Background: an optimization exercise with open tools, aiming at small area and a short achievable clock period. Do not read the settings as production practice.
The RTL was checked by simulation tests, not by an equivalence proof against the original design.
Power and IR drop assume default switching activity.

**design/flow/config.mk**
```make
export PLATFORM = sky130hd
export DESIGN_NAME = ahb_slave_top
export DESIGN_NICKNAME = ahb_slave_top
export VERILOG_FILES = /design/flow/design.v
export SDC_FILE = /design/flow/constraint.sdc
export NUM_CORES = 4
export LEC_CHECK = 0
export CAP_MARGIN = 20
export CORE_MARGIN = 2
export CORE_UTILIZATION = 40
export SLEW_MARGIN = 20
export SYNTH_MEMORY_MAX_BITS = 16384
```
**design/flow/constraint.sdc**
```tcl
create_clock -name core_clock -period 6.0 [get_ports {HCLK}]
set_input_delay 1.2000 -clock core_clock [delete_from_list [all_inputs] [get_ports {HCLK}]]
set_output_delay 1.2000 -clock core_clock [all_outputs]
set_load 0.01 [all_outputs]
```
**design/flow/design.v**
```verilog
`default_nettype none
package ahb_slave_pkg;
  typedef enum logic [1:0] {
    IDLE   = 2'b00,
    BUSY   = 2'b01,
    NONSEQ = 2'b10,
    SEQ    = 2'b11
  } htrans_t;
  typedef enum logic [2:0] {
    BYTE = 3'b000,
    HALF = 3'b001,
    WORD = 3'b010
  } hsize_t;
  typedef enum logic {
    OKAY  = 1'b0,
    ERROR = 1'b1
  } hresp_t;
endpackage
`default_nettype wire
`timescale 1ns/100ps
`default_nettype none
module ahb_addr_phase #(
  parameter int  MEM_WORDS = 256,
  localparam int WORD_AW   = $clog2(MEM_WORDS)
) (
  input  wire                           HCLK,
  input  wire                           reset,
  input  wire                           HSEL,
  input  wire [32-1:0]     HADDR,
  input  wire [1:0]                    HTRANS,
  input  wire                           HWRITE,
  input  wire [2:0]                    HSIZE,
  input  wire                           HREADY,
  output logic                          wr_pend,
  output logic [WORD_AW-1:0]            wr_word,
  output logic [3:0]                    wr_strb,
  output logic                          rd_en,
  output logic [WORD_AW-1:0]            rd_word,
  output logic                          err_start
);
  logic               accept;
  logic               size_bad;
  logic               align_bad;
  logic               range_bad;
  logic               bad;
  logic [3:0]         strb;
  logic [WORD_AW-1:0] word_idx;
  assign accept = HSEL && HREADY && ((HTRANS == ahb_slave_pkg::NONSEQ) || (HTRANS == ahb_slave_pkg::SEQ));
  assign word_idx = HADDR[WORD_AW+1:2];
  assign range_bad = |HADDR[32-1:WORD_AW+2];
  always_comb begin
    size_bad  = 1'b0;
    align_bad = 1'b0;
    strb      = 4'b0000;
    case (HSIZE)
      ahb_slave_pkg::BYTE: begin
        strb = 4'b0001 << HADDR[1:0];
      end
      ahb_slave_pkg::HALF: begin
        align_bad = HADDR[0];
        strb      = HADDR[1] ? 4'b1100 : 4'b0011;
      end
      ahb_slave_pkg::WORD: begin
        align_bad = |HADDR[1:0];
        strb      = 4'b1111;
      end
      default: begin
        size_bad = 1'b1;
      end
    endcase
  end
  assign bad = size_bad || align_bad || range_bad;
  assign err_start = accept && bad;
  assign rd_en   = accept && !bad && !HWRITE;
  assign rd_word = word_idx;
  always_ff @(posedge HCLK) begin
    if (reset) begin
      wr_pend <= 1'b0;
    end else begin
      wr_pend <= accept && !bad && HWRITE;
    end
  end
  always_ff @(posedge HCLK) begin
    if (accept && HWRITE) begin
      wr_word <= word_idx;
      wr_strb <= strb;
    end
  end
endmodule
`default_nettype wire
`timescale 1ns/100ps
`default_nettype none
module ahb_sram_core #(
  parameter int  MEM_WORDS = 256,
  localparam int WORD_AW   = $clog2(MEM_WORDS),
  localparam int LANES     = 32 / 8
) (
  input  wire                         HCLK,
  input  wire                         reset,
  input  wire                         wr_pend,
  input  wire [WORD_AW-1:0]           wr_word,
  input  wire [LANES-1:0]             wr_strb,
  input  wire [32-1:0]   HWDATA,
  input  wire                         rd_en,
  input  wire [WORD_AW-1:0]           rd_word,
  output logic [32-1:0]  rd_data
);
  logic [32-1:0] mem [MEM_WORDS];
  logic [32-1:0] rd_merged;
  logic                       fwd_hit;
  assign fwd_hit = wr_pend && (wr_word == rd_word);
  always_comb begin
    rd_merged = mem[rd_word];
    if (fwd_hit) begin
      for (int i = 0; i < LANES; i++) begin
        if (wr_strb[i]) begin
          rd_merged[8*i +: 8] = HWDATA[8*i +: 8];
        end
      end
    end
  end
  always_ff @(posedge HCLK) begin
    if (wr_pend) begin
      for (int i = 0; i < LANES; i++) begin
        if (wr_strb[i]) begin
          mem[wr_word][8*i +: 8] <= HWDATA[8*i +: 8];
        end
      end
    end
  end
  always_ff @(posedge HCLK) begin
    if (reset) begin
      rd_data <= '0;
    end else if (rd_en) begin
      rd_data <= rd_merged;
    end else begin
      rd_data <= '0;
    end
  end
endmodule
`default_nettype wire
`timescale 1ns/100ps
`default_nettype none
module ahb_resp_gen (
  input  wire                          HCLK,
  input  wire                          reset,
  input  wire                          err_start,
  input  wire [32-1:0]    rd_data,
  output logic                         HREADYOUT,
  output logic                        HRESP,
  output logic [32-1:0]   HRDATA
);
  typedef enum logic [1:0] {
    ST_OKAY       = 2'b00,
    ST_ERR_FIRST  = 2'b01,
    ST_ERR_SECOND = 2'b10
  } resp_state_t;
  resp_state_t state;
  resp_state_t state_nxt;
  always_comb begin
    state_nxt = state;
    case (state)
      ST_OKAY: begin
        if (err_start) begin
          state_nxt = ST_ERR_FIRST;
        end
      end
      ST_ERR_FIRST: begin
        state_nxt = ST_ERR_SECOND;
      end
      ST_ERR_SECOND: begin
        state_nxt = err_start ? ST_ERR_FIRST : ST_OKAY;
      end
      default: begin
        state_nxt = ST_OKAY;
      end
    endcase
  end
  always_ff @(posedge HCLK) begin
    if (reset) begin
      state <= ST_OKAY;
    end else begin
      state <= state_nxt;
    end
  end
  assign HREADYOUT = (state != ST_ERR_FIRST);
  assign HRESP = (state == ST_OKAY) ? ahb_slave_pkg::OKAY : ahb_slave_pkg::ERROR;
  assign HRDATA = (state == ST_OKAY) ? rd_data : '0;
endmodule
`default_nettype wire
`timescale 1ns/100ps
`default_nettype none
module ahb_slave_top #(
  parameter int  MEM_WORDS = 256,
  localparam int WORD_AW   = $clog2(MEM_WORDS)
) (
  input  wire                          HCLK,
  input  wire                          reset,
  input  wire                          HSEL,
  input  wire [32-1:0]    HADDR,
  input  wire [1:0]                   HTRANS,
  input  wire                          HWRITE,
  input  wire [2:0]                   HSIZE,
  input  wire [32-1:0]    HWDATA,
  input  wire                          HREADY,
  output logic                         HREADYOUT,
  output logic                        HRESP,
  output logic [32-1:0]   HRDATA
);
  logic                       wr_pend;
  logic [WORD_AW-1:0]         wr_word;
  logic [3:0]                 wr_strb;
  logic                       rd_en;
  logic [WORD_AW-1:0]         rd_word;
  logic                       err_start;
  logic [32-1:0] rd_data;
  ahb_addr_phase #(
    .MEM_WORDS (MEM_WORDS)
  ) u_addr_phase (
    .HCLK      (HCLK),
    .reset     (reset),
    .HSEL      (HSEL),
    .HADDR     (HADDR),
    .HTRANS    (HTRANS),
    .HWRITE    (HWRITE),
    .HSIZE     (HSIZE),
    .HREADY    (HREADY),
    .wr_pend   (wr_pend),
    .wr_word   (wr_word),
    .wr_strb   (wr_strb),
    .rd_en     (rd_en),
    .rd_word   (rd_word),
    .err_start (err_start)
  );
  ahb_sram_core #(
    .MEM_WORDS (MEM_WORDS)
  ) u_sram_core (
    .HCLK      (HCLK),
    .reset     (reset),
    .wr_pend   (wr_pend),
    .wr_word   (wr_word),
    .wr_strb   (wr_strb),
    .HWDATA    (HWDATA),
    .rd_en     (rd_en),
    .rd_word   (rd_word),
    .rd_data   (rd_data)
  );
  ahb_resp_gen u_resp_gen (
    .HCLK      (HCLK),
    .reset     (reset),
    .err_start (err_start),
    .rd_data   (rd_data),
    .HREADYOUT (HREADYOUT),
    .HRESP     (HRESP),
    .HRDATA    (HRDATA)
  );
endmodule
`default_nettype wire
```
**design/flow/run.sh**
```bash
#!/bin/bash
# synth_recipe.tcl (not shown) runs the flow's synth.tcl, then flattens the netlist and writes it again
# the make line also repeats each setting of config.mk as NAME=value (left out here)
make -C /OpenROAD-flow-scripts/flow DESIGN_CONFIG=/design/flow/config.mk WORK_HOME=/design/flow/orfs CLKGATE_MAP_FILE= SYNTH_SCRIPT=/design/flow/synth_recipe.tcl finish
```
==> qor.log <==
qor: logic_synthesis.synth.top_cells.by_area sky130_fd_sc_hd__edfxtp_1, sky130_fd_sc_hd__mux4_2, sky130_fd_sc_hd__mux2i_1
qor: logic_synthesis.fraction_of_synthesized_cell_area_taken_by_the_top_area_cell_type 76.69%
qor: global_route.grt.overflow.total 0
qor: critical_path.worstSetupEndpointType output pin
qor: logic_synthesis.syn-num-nets 15759
qor: critical_path.critPathRequiredTime 4800 ps
qor: routing.wl_met1 380500 um
qor: global_route.groute.usage.overall 23.79%
qor: cts.clk_root_buffer_cell sky130_fd_sc_hd__clkbuf_16
qor: routing.routed_length_on_met3 113700 um
qor: sta.timing.setup.tns 0 ps
qor: global_route.first_global_vias 161158
qor: critical_path.crit_arrival 3770 ps
qor: placed_design.dp.final_hpwl 638600 um
qor: cts.cts_max_path_buffers 4
qor: layout.area.growth.synth_to_final 13.28%
qor: routing.drt_wl_total 997200 um
qor: logic_synthesis.yosys_register_bits 8239
qor: placed_design.gp_congestion 0.8623
qor: sta.max_freq 201.3 MHz
qor: logic_synthesis.synthXorXnorAreaFrac 0.02181%
qor: cts.postCtsResizedCells 0
qor: sta.worst_slew_pin_slew 1293 ps
qor: layout.fillers 66544
qor: logic_synthesis.post_synth_and_or_nand_nor_area_fraction 2.605%
qor: routing.ant_nets 0
qor: sta.slew_headroom 13.82%
qor: logic_synthesis.synth_top_cell_by_area sky130_fd_sc_hd__edfxtp_1
qor: routing.wl_per_cell 36.04 um
qor: run_status.status no timing/DRC/antenna violations
qor: logic_synthesis.synth-compound-area-share 3.545%
qor: flow_run.timing.max_cap.violations 0
qor: sta.timing.final.max_slew_violations 0
qor: global_route.grt_max_degree 157
qor: routing.vias_per_cell 6.089
qor: cts.path_clk_slew 70 ps
qor: logic_synthesis.synth_cell_type_count 72
qor: pwr.leakage 112.9 nW
qor: sta.finalHoldViolations 0
qor: logic_synthesis.yosys.area_share.adder 0%
qor: global_route.antenna_found_initial 109
qor: cts.cts.sinks 8239
qor: floorplanning.core-area 801500 um^2
qor: routing.dr_total_vias 168483
qor: floorplanning.floorplan.die.height 900.2 um
qor: critical_path.path_class reg -> out
qor: logic_synthesis.synth_common_cells sky130_fd_sc_hd__edfxtp_1, sky130_fd_sc_hd__mux4_2, sky130_fd_sc_hd__nor2_1
qor: routing.highest_layer met5
qor: critical_path.critical_path.startpoint_type flip-flop
qor: sta.report.final.setup_viol 0
qor: global_route.grt_first_pass_wirelength 1347000 um
qor: cts.clock_insertion_delay_worst_skew 1170 ps
qor: cts.cts_setup_buffers 0
qor: layout.post_route_cells_drive_above_1_share 21.12%
qor: logic_synthesis.synth_ff_type sky130_fd_sc_hd__edfxtp_1
qor: logic_synthesis.synth_enable_flop_cells 8204
qor: placed_design.placement.cell_area 337400 um^2
qor: sta.fin_crit_sh 82.80%
qor: sta.setup_repair_after_global_routing_missed_its_margin false
qor: logic_synthesis.synth_area 321300 um^2
qor: floorplanning.ioPinCount 108
qor: logic_synthesis.postSynthAreaPerCell 20.48 um^2
qor: routing.detailroute.wirelength.met2 451900 um
qor: worst_hold_path.timing.hold.worst.class in -> reg
qor: layout.fin_nets 16382
qor: cts.cts-htree-levels 6
qor: floorplanning.initial_util 40.08%
qor: cts.cts_buffers 825
qor: logic_synthesis.yosys_warnings 3
qor: logic_synthesis.synthArstFlopShare 0%
qor: logic_synthesis.post_synth_mux_area_share 15.01%
qor: routing.route.detailed.drc 0
qor: layout.design_area 363900 um^2
qor: routing.drtIter0Drc 25500
qor: cts.tritoncts yes
qor: sta.clock_skew 65.44 ps
qor: floorplanning.die_area 810300 um^2
qor: logic_synthesis.synth_top_family_by_area multiplexers
qor: pwr.vdd_drop_max 0.3542 mV
qor: logic_synthesis.yosys.cell_count.top_type sky130_fd_sc_hd__edfxtp_1
qor: critical_path.critPathMaxFanout 17
qor: floorplanning.floorplan.rows 329
qor: logic_synthesis.synth-seq-area-share 76.90%
qor: routing.drt_pre_antenna_iters 9
qor: floorplanning.die_w 900.2 um
qor: sta.min_tclk_post_route 4968 ps
qor: placed_design.port_buffers 106
qor: cts.ctsHoldBuffers 0
qor: pwr.cellPowerDensity 331.1 nW/um^2
qor: logic_synthesis.netlist_instances 15685
-- power breakdown --
group	switching (mW)	total (mW)	leakage, nW	internal [mW]
Combinational	4.45	6.50	26.1	2.06
Sequential	0.00795	63.3	74.0	63.3
Clock	22.0	50.7	12.8	28.7
-- layout by cell type, fill, tap and decap left out, types with 205 or more instances in the layout --
cell                        count
sky130_fd_sc_hd__edfxtp_1    8204
sky130_fd_sc_hd__mux4_2      1626
sky130_fd_sc_hd__nor2_1      1150
sky130_fd_sc_hd__mux2i_1     1130
sky130_fd_sc_hd__clkbuf_16    840
sky130_fd_sc_hd__buf_4        493
sky130_fd_sc_hd__nand2_1      471
sky130_fd_sc_hd__o221ai_1     469
sky130_fd_sc_hd__a21oi_1      340
sky130_fd_sc_hd__o22ai_1      296
sky130_fd_sc_hd__clkbuf_1     205
-- sequential cells by signal (all words and copies together), names as in the netlist --
register,flops
u_resp_gen.state,2
u_sram_core.mem,8192
u_addr_phase.wr_strb,4
u_addr_phase.wr_pend,1
u_addr_phase.wr_word,8
u_sram_core.rd_data,32
-- layer usage --
metal	vias to the layer above	track usage, %
met4	56	10.67
met5	-	0
met1	89772	32.64
met3	1763	6.197
li1	66704	-
met2	10188	35.99
-- final cells by class --
cell class | count | area [um^2] | area share, %
Antenna cell | 104 | 260.3 | 0.07151
Clock buffer | 1053 | 21900 | 6.018
Clock inverter | 442 | 4257 | 1.170
Inverter | 12 | 68.82 | 0.01891
Multi-Input combinational cell | 6462 | 68760 | 18.90
Sequential cell | 8239 | 247100 | 67.89
Tap cell | 10592 | 13250 | 3.642
Timing Repair Buffer | 768 | 8364 | 2.298
-- critical path: stages, from the launching register on --
cell and delay, ps:
sky130_fd_sc_hd__dfxtp_1 570, sky130_fd_sc_hd__nor2_4 420, sky130_fd_sc_hd__buf_12 230, sky130_fd_sc_hd__buf_4 280
sky130_fd_sc_hd__and2_1 400, sky130_fd_sc_hd__clkdlybuf4s50_1 640
-- cells by family after synthesis --
group,Yosys count
mux,2783
xor+xnor,8
flops,8239
compound gates,1634
simple gates,2037
buf+inv,984
-- worst paths after layout --
check	slack, ps	to	startpoint	depth (start not counted)
worst max-delay path	1030	HRDATA[28]	u_resp_gen.state[0]	5
worst min register to register	610	u_resp_gen.state[1]	u_resp_gen.state[1]	2
worst max register to register	1710	u_sram_core.mem[120][31]	u_addr_phase.wr_word[2]	4
worst min-delay path	430	u_sram_core.mem[211][4]	HWDATA[4]	1
-- per-stage QoR --
stage	setup slack (ps)	hold slack (ps)	utilization (%)	cells	power [mW]
detailed placement	401.1	590.8	42.10	26069	70.91
finish	1032	425.5	45.41	27672	120.5
floorplan	2383	423.3	-	15685	67.55
global placement	439.1	587.6	42.09	26067	70.84
global route	983.1	397.0	45.39	27605	123.2
CTS	527.7	350.9	45.36	27564	120.8

==> afterwards: timing with drivers on the ports <==
In the flow no input, the clock included, has a driving cell. The finished layout below was timed again as built, in two steps.
Step 1, drivers: a clkbuf_16 drives HCLK and a buf_2 each remaining input, both assumed.
Step 2 also shifts input and output timing later by t, the mid clock arrival at the registers, as if the neighbouring blocks saw the same clock.
Three values: ideal, step 1, step 2; two values: the first two.
t, ns: 1.276
slack for setup (ns): 1.032 / 0.900 / 0.166
worst hold slack (ns): 0.426 / 0.394 / 0.607
After both steps this run still meets setup and hold. For this run, drivers alone change the setup slack by -0.132 ns; drivers and shift together by -0.866 ns.
